From an optimization exercise on the open Yosys and OpenROAD flow, aimed at a short achievable clock period and few clock cycles per item; shortcuts taken in it are not production practice. In this exercise RTL edits were held to simulation tests only and were not proved equivalent to the original. Power is estimated from default activity; no workload was simulated.

==> flow/design.v <==
`default_nettype none
package sha256_pkg;
  localparam logic [255:0] c_iv = {
    32'h6a09e667, 32'hbb67ae85, 32'h3c6ef372, 32'ha54ff53a,
    32'h510e527f, 32'h9b05688c, 32'h1f83d9ab, 32'h5be0cd19
  };
  function automatic logic [31:0] rotr(input logic [31:0] x, input integer n);
    rotr = (x >> n) | (x << (32 - n));
  endfunction
  function automatic logic [31:0] bsig0(input logic [31:0] x);
    bsig0 = rotr(x, 2) ^ rotr(x, 13) ^ rotr(x, 22);
  endfunction
  function automatic logic [31:0] bsig1(input logic [31:0] x);
    bsig1 = rotr(x, 6) ^ rotr(x, 11) ^ rotr(x, 25);
  endfunction
  function automatic logic [63:0] csa(input logic [31:0] x, input logic [31:0] y,
                                      input logic [31:0] z);
    logic [31:0] s, c;
    s = x ^ y ^ z;
    c = ((x & y) | (x & z) | (y & z)) << 1;
    csa = {s, c};
  endfunction
endpackage
`default_nettype wire
`default_nettype none
module sha256_k_rom (
  input  logic [5:0]  i_addr,
  output logic [31:0] o_k
);
  always_comb begin
    o_k = 32'h0;
    unique case (i_addr)
      6'd0:  o_k = 32'h428a2f98;  6'd1:  o_k = 32'h71374491;
      6'd2:  o_k = 32'hb5c0fbcf;  6'd3:  o_k = 32'he9b5dba5;
      6'd4:  o_k = 32'h3956c25b;  6'd5:  o_k = 32'h59f111f1;
      6'd6:  o_k = 32'h923f82a4;  6'd7:  o_k = 32'hab1c5ed5;
      6'd8:  o_k = 32'hd807aa98;  6'd9:  o_k = 32'h12835b01;
      6'd10: o_k = 32'h243185be;  6'd11: o_k = 32'h550c7dc3;
      6'd12: o_k = 32'h72be5d74;  6'd13: o_k = 32'h80deb1fe;
      6'd14: o_k = 32'h9bdc06a7;  6'd15: o_k = 32'hc19bf174;
      6'd16: o_k = 32'he49b69c1;  6'd17: o_k = 32'hefbe4786;
      6'd18: o_k = 32'h0fc19dc6;  6'd19: o_k = 32'h240ca1cc;
      6'd20: o_k = 32'h2de92c6f;  6'd21: o_k = 32'h4a7484aa;
      6'd22: o_k = 32'h5cb0a9dc;  6'd23: o_k = 32'h76f988da;
      6'd24: o_k = 32'h983e5152;  6'd25: o_k = 32'ha831c66d;
      6'd26: o_k = 32'hb00327c8;  6'd27: o_k = 32'hbf597fc7;
      6'd28: o_k = 32'hc6e00bf3;  6'd29: o_k = 32'hd5a79147;
      6'd30: o_k = 32'h06ca6351;  6'd31: o_k = 32'h14292967;
      6'd32: o_k = 32'h27b70a85;  6'd33: o_k = 32'h2e1b2138;
      6'd34: o_k = 32'h4d2c6dfc;  6'd35: o_k = 32'h53380d13;
      6'd36: o_k = 32'h650a7354;  6'd37: o_k = 32'h766a0abb;
      6'd38: o_k = 32'h81c2c92e;  6'd39: o_k = 32'h92722c85;
      6'd40: o_k = 32'ha2bfe8a1;  6'd41: o_k = 32'ha81a664b;
      6'd42: o_k = 32'hc24b8b70;  6'd43: o_k = 32'hc76c51a3;
      6'd44: o_k = 32'hd192e819;  6'd45: o_k = 32'hd6990624;
      6'd46: o_k = 32'hf40e3585;  6'd47: o_k = 32'h106aa070;
      6'd48: o_k = 32'h19a4c116;  6'd49: o_k = 32'h1e376c08;
      6'd50: o_k = 32'h2748774c;  6'd51: o_k = 32'h34b0bcb5;
      6'd52: o_k = 32'h391c0cb3;  6'd53: o_k = 32'h4ed8aa4a;
      6'd54: o_k = 32'h5b9cca4f;  6'd55: o_k = 32'h682e6ff3;
      6'd56: o_k = 32'h748f82ee;  6'd57: o_k = 32'h78a5636f;
      6'd58: o_k = 32'h84c87814;  6'd59: o_k = 32'h8cc70208;
      6'd60: o_k = 32'h90befffa;  6'd61: o_k = 32'ha4506ceb;
      6'd62: o_k = 32'hbef9a3f7;  6'd63: o_k = 32'hc67178f2;
      default: o_k = 32'h0;
    endcase
  end
endmodule
`default_nettype wire
`default_nettype none
module sha256_round_core (
  input  logic         clock,
  input  logic         reset,
  input  logic         start,
  input  logic         first_block,
  input  logic         w_reg_rdy,
  input  logic [31:0]  w_reg_data,
  output logic         w_reg_read,
  output logic [5:0]   w_reg_addr,
  output logic         busy,
  output logic         done,
  output logic [255:0] digest
);
  logic        r_busy, r_done, r_read;
  logic        r_go;         
  logic        r_first;      
  logic [5:0]  r_addr;       
  logic        r_p1, r_p2;   
  logic [5:0]  r_widx;       
  logic        r_rv;         
  logic        r_last;       
  logic        w_idle, w_go, w_acc;
  assign w_idle = ~r_busy & ~r_done;
  assign w_go   = w_idle & start;
  assign w_acc  = r_read & w_reg_rdy;
  assign w_reg_read = r_read;
  assign w_reg_addr = r_addr;
  assign busy       = r_busy;
  assign done       = r_done;
  always_ff @(posedge clock or posedge reset) begin
    if (reset) begin
      r_busy  <= 1'b0;
      r_done  <= 1'b0;
      r_read  <= 1'b0;
      r_go    <= 1'b0;
      r_first <= 1'b0;
      r_addr  <= 6'd0;
      r_p1    <= 1'b0;
      r_p2    <= 1'b0;
      r_widx  <= 6'd0;
      r_rv    <= 1'b0;
      r_last  <= 1'b0;
    end else begin
      r_done <= r_rv & r_last;
      r_go   <= w_go;
      if (w_go) r_first <= first_block;
      if (w_go)               r_busy <= 1'b1;
      else if (r_rv & r_last) r_busy <= 1'b0;
      if (w_go)                          r_read <= 1'b1;
      else if (w_acc && r_addr == 6'd63) r_read <= 1'b0;
      if (w_acc) r_addr <= r_addr + 6'd1;
      r_p1 <= w_acc;
      r_p2 <= r_p1;
      if (r_p2) r_widx <= r_widx + 6'd1;
      r_rv   <= r_p2;
      r_last <= r_p2 && r_widx == 6'd63;
    end
  end
  logic [31:0] r_a, r_b, r_c, r_d, r_e, r_f, r_g, r_h;
  logic [31:0] r_hv [8];
  logic [31:0] r_w;          
  logic [31:0] r_xa, r_xe;   
  assign digest = {r_hv[0], r_hv[1], r_hv[2], r_hv[3],
                   r_hv[4], r_hv[5], r_hv[6], r_hv[7]};
  logic [31:0] r_kh0, r_kh4;
  logic [31:0] w_k;
  logic [5:0]  w_kidx;
  assign w_kidx = r_widx + 6'd1;
  sha256_k_rom u_k_rom (
    .i_addr (w_kidx),
    .o_k    (w_k)
  );
  always_ff @(posedge clock or posedge reset) begin
    if (reset) begin
      r_kh0 <= 32'h428a2f98;
      r_kh4 <= 32'h428a2f98;
    end else if (r_p2) begin
      r_kh0 <= w_k + ((w_kidx == 6'd63) ? r_hv[0] : 32'h0);
      r_kh4 <= w_k + ((w_kidx == 6'd63) ? r_hv[4] : 32'h0);
    end
  end
  logic [31:0] w_hn, w_dn;
  logic [63:0] w_pe1;
  assign w_hn  = r_rv ? r_g : r_h;
  assign w_dn  = r_rv ? r_c : r_d;
  assign w_pe1 = sha256_pkg::csa(w_hn, w_dn, r_kh4);
  always_ff @(posedge clock) begin
    if (r_p2) begin
      r_w  <= w_reg_data;
      r_xa <= w_hn + r_kh0;
      r_xe <= w_pe1[63:32] + w_pe1[31:0];
    end
  end
  logic [31:0] w_s1, w_ch, w_s0, w_maj, w_an, w_en;
  logic [63:0] w_ra1, w_ra2, w_ra3, w_ra4, w_re1, w_re2;
  assign w_s1  = sha256_pkg::bsig1(r_e);
  assign w_ch  = (r_e & r_f) ^ (~r_e & r_g);
  assign w_s0  = sha256_pkg::bsig0(r_a);
  assign w_maj = (r_a & r_b) ^ (r_a & r_c) ^ (r_b & r_c);
  assign w_re1 = sha256_pkg::csa(r_xe, r_w, w_ch);
  assign w_re2 = sha256_pkg::csa(w_re1[63:32], w_re1[31:0], w_s1);
  assign w_en  = w_re2[63:32] + w_re2[31:0];
  assign w_ra1 = sha256_pkg::csa(r_xa, r_w, w_ch);
  assign w_ra2 = sha256_pkg::csa(w_maj, w_s0, w_s1);
  assign w_ra3 = sha256_pkg::csa(w_ra1[63:32], w_ra1[31:0], w_ra2[63:32]);
  assign w_ra4 = sha256_pkg::csa(w_ra3[63:32], w_ra3[31:0], w_ra2[31:0]);
  assign w_an  = w_ra4[63:32] + w_ra4[31:0];
  always_ff @(posedge clock) begin
    if (r_go) begin
      if (r_first) {r_a, r_b, r_c, r_d, r_e, r_f, r_g, r_h} <= sha256_pkg::c_iv;
      else         {r_a, r_b, r_c, r_d, r_e, r_f, r_g, r_h} <= digest;
    end else if (r_rv) begin
      r_a <= w_an; r_b <= r_a; r_c <= r_b; r_d <= r_c;
      r_e <= w_en; r_f <= r_e; r_g <= r_f; r_h <= r_g;
    end
  end
  always_ff @(posedge clock or posedge reset) begin
    if (reset) begin
      for (int i = 0; i < 8; i++) r_hv[i] <= 32'h0;
    end else if (r_go && r_first) begin
      for (int i = 0; i < 8; i++) r_hv[i] <= sha256_pkg::c_iv[255-32*i -: 32];
    end else if (r_rv && r_last) begin
      r_hv[0] <= w_an;
      r_hv[1] <= r_hv[1] + r_a;
      r_hv[2] <= r_hv[2] + r_b;
      r_hv[3] <= r_hv[3] + r_c;
      r_hv[4] <= w_en;
      r_hv[5] <= r_hv[5] + r_e;
      r_hv[6] <= r_hv[6] + r_f;
      r_hv[7] <= r_hv[7] + r_g;
    end
  end
endmodule
`default_nettype wire
Settings: LEC_CHECK=0, ABC_AREA=1, CAP_MARGIN=20, CORE_MARGIN=2, CORE_UTILIZATION=40, PLACE_DENSITY=0.6, SETUP_SLACK_MARGIN=5, SLEW_MARGIN=20; clock period 9.0 ns.
standard.sh (not shown) runs the stock make flow with config.mk's settings and CLKGATE_MAP_FILE= SYNTH_SCRIPT=/design/flow/synth_recipe.tcl, a recipe that flattens the netlist after the stock synthesis.
==> flow/flow/run.sh <==
#!/bin/bash
# Standard ORFS layout (the standard.sh, with its unchanged synthesis script),
# except that Yosys does not map adders to the library's full/half-adder cells:
# ADDER_MAP_FILE is left empty so ABC maps the carry-save and carry logic itself.
# make's output goes to standard_flow.log; every ORFS step writes its own log
# under orfs/logs/.
set -euo pipefail
cd "$(dirname "$0")/.."
bash standard.sh ADDER_MAP_FILE= finish > standard_flow.log 2>&1
Testbench counts at the start, summed over its fixed seeds: cycles 20,198, blocks 256.
Edit:
==> flow/flow/run.sh (replaced) <==
#!/bin/bash
set -euo pipefail
cd "$(dirname "$0")/.."
bash standard.sh ADDER_MAP_FILE= SETUP_SLACK_MARGIN=6 finish > standard_flow.log 2>&1
Settings changed: SETUP_SLACK_MARGIN 5 to unset.
After rerunning: The new run ran to the end with no violations; clock power goes down by about 5%; clock skew goes up by 0.012 ns; hold slack loses 0.014 ns; first-iteration DRC count goes up by 20%; routed wire length goes up by 15%; setup slack gains 0.067 ns; non-clock buffer count goes up by 1173; die area is unchanged; final area goes up by 35%.
Edit:
Settings changed: CORE_UTILIZATION 40 to 30, PLACE_DENSITY 0.6 to 0.5.
Outcome:
- The new run passed the timing, DRC and antenna checks
- clock skew goes down by 0.024 ns
- via count goes down by 3.8%
- worst setup slack improved by 0.31 ns
- die area rises by 33%
- hold slack barely changes
- sequential power stays flat
- utilization falls by 16 points
- cell area barely changes
- area after synthesis is unchanged
Edit:
==> flow/flow/run.sh (replaced) <==
#!/bin/bash
set -euo pipefail
cd "$(dirname "$0")/.."
bash standard.sh ADDER_MAP_FILE= SETUP_SLACK_MARGIN=6.25 finish > standard_flow.log 2>&1
What happened: The changed run completed with no timing, DRC or antenna violations. Wire length shrinks by 0.42%. Register-to-register slack barely changes. Power shrinks by 1.3%. Setup slack is about the same.

==> port drivers added, routing unchanged <==
In the flow no input, the clock included, has a driving cell. The finished layouts below were timed again as built, in two steps. Step 1 (the two cells are an assumption about what drives the block):
set clk [get_ports {clock}]
set_driving_cell -lib_cell sky130_fd_sc_hd__clkbuf_16 $clk
set_driving_cell -lib_cell sky130_fd_sc_hd__buf_2 [delete_from_list [all_inputs] $clk]
Step 2 also shifts input and output timing later by t, the mid clock arrival at the registers, as if the neighbouring blocks saw the same clock. Three values: ideal ports, drivers, drivers and shift; two values: the first two.
run | t, ns | setup slack, ns | clock arrival spread, ns | worst register clock-pin slew, ns
the first run | 0.815 | 5.008 / 4.941 / 4.939 | 0.062 / 0.061 | 0.07 / 0.07
the second run | 0.841 | 5.075 / 5.075 / 5.075 | 0.070 / 0.070 | 0.07 / 0.07
the third run | 0.867 | 5.385 / 5.385 / 5.363 | 0.047 / 0.048 | 0.07 / 0.07
the fourth run | 0.871 | 5.384 / 5.384 / 5.384 | 0.055 / 0.055 | 0.07 / 0.07
After both steps setup and hold are still met in every run listed. For the first run, which loses most, drivers alone change the setup slack by -0.067 ns; drivers and shift together by -0.069 ns. The worst setup slack also covers recovery checks on asynchronous resets.
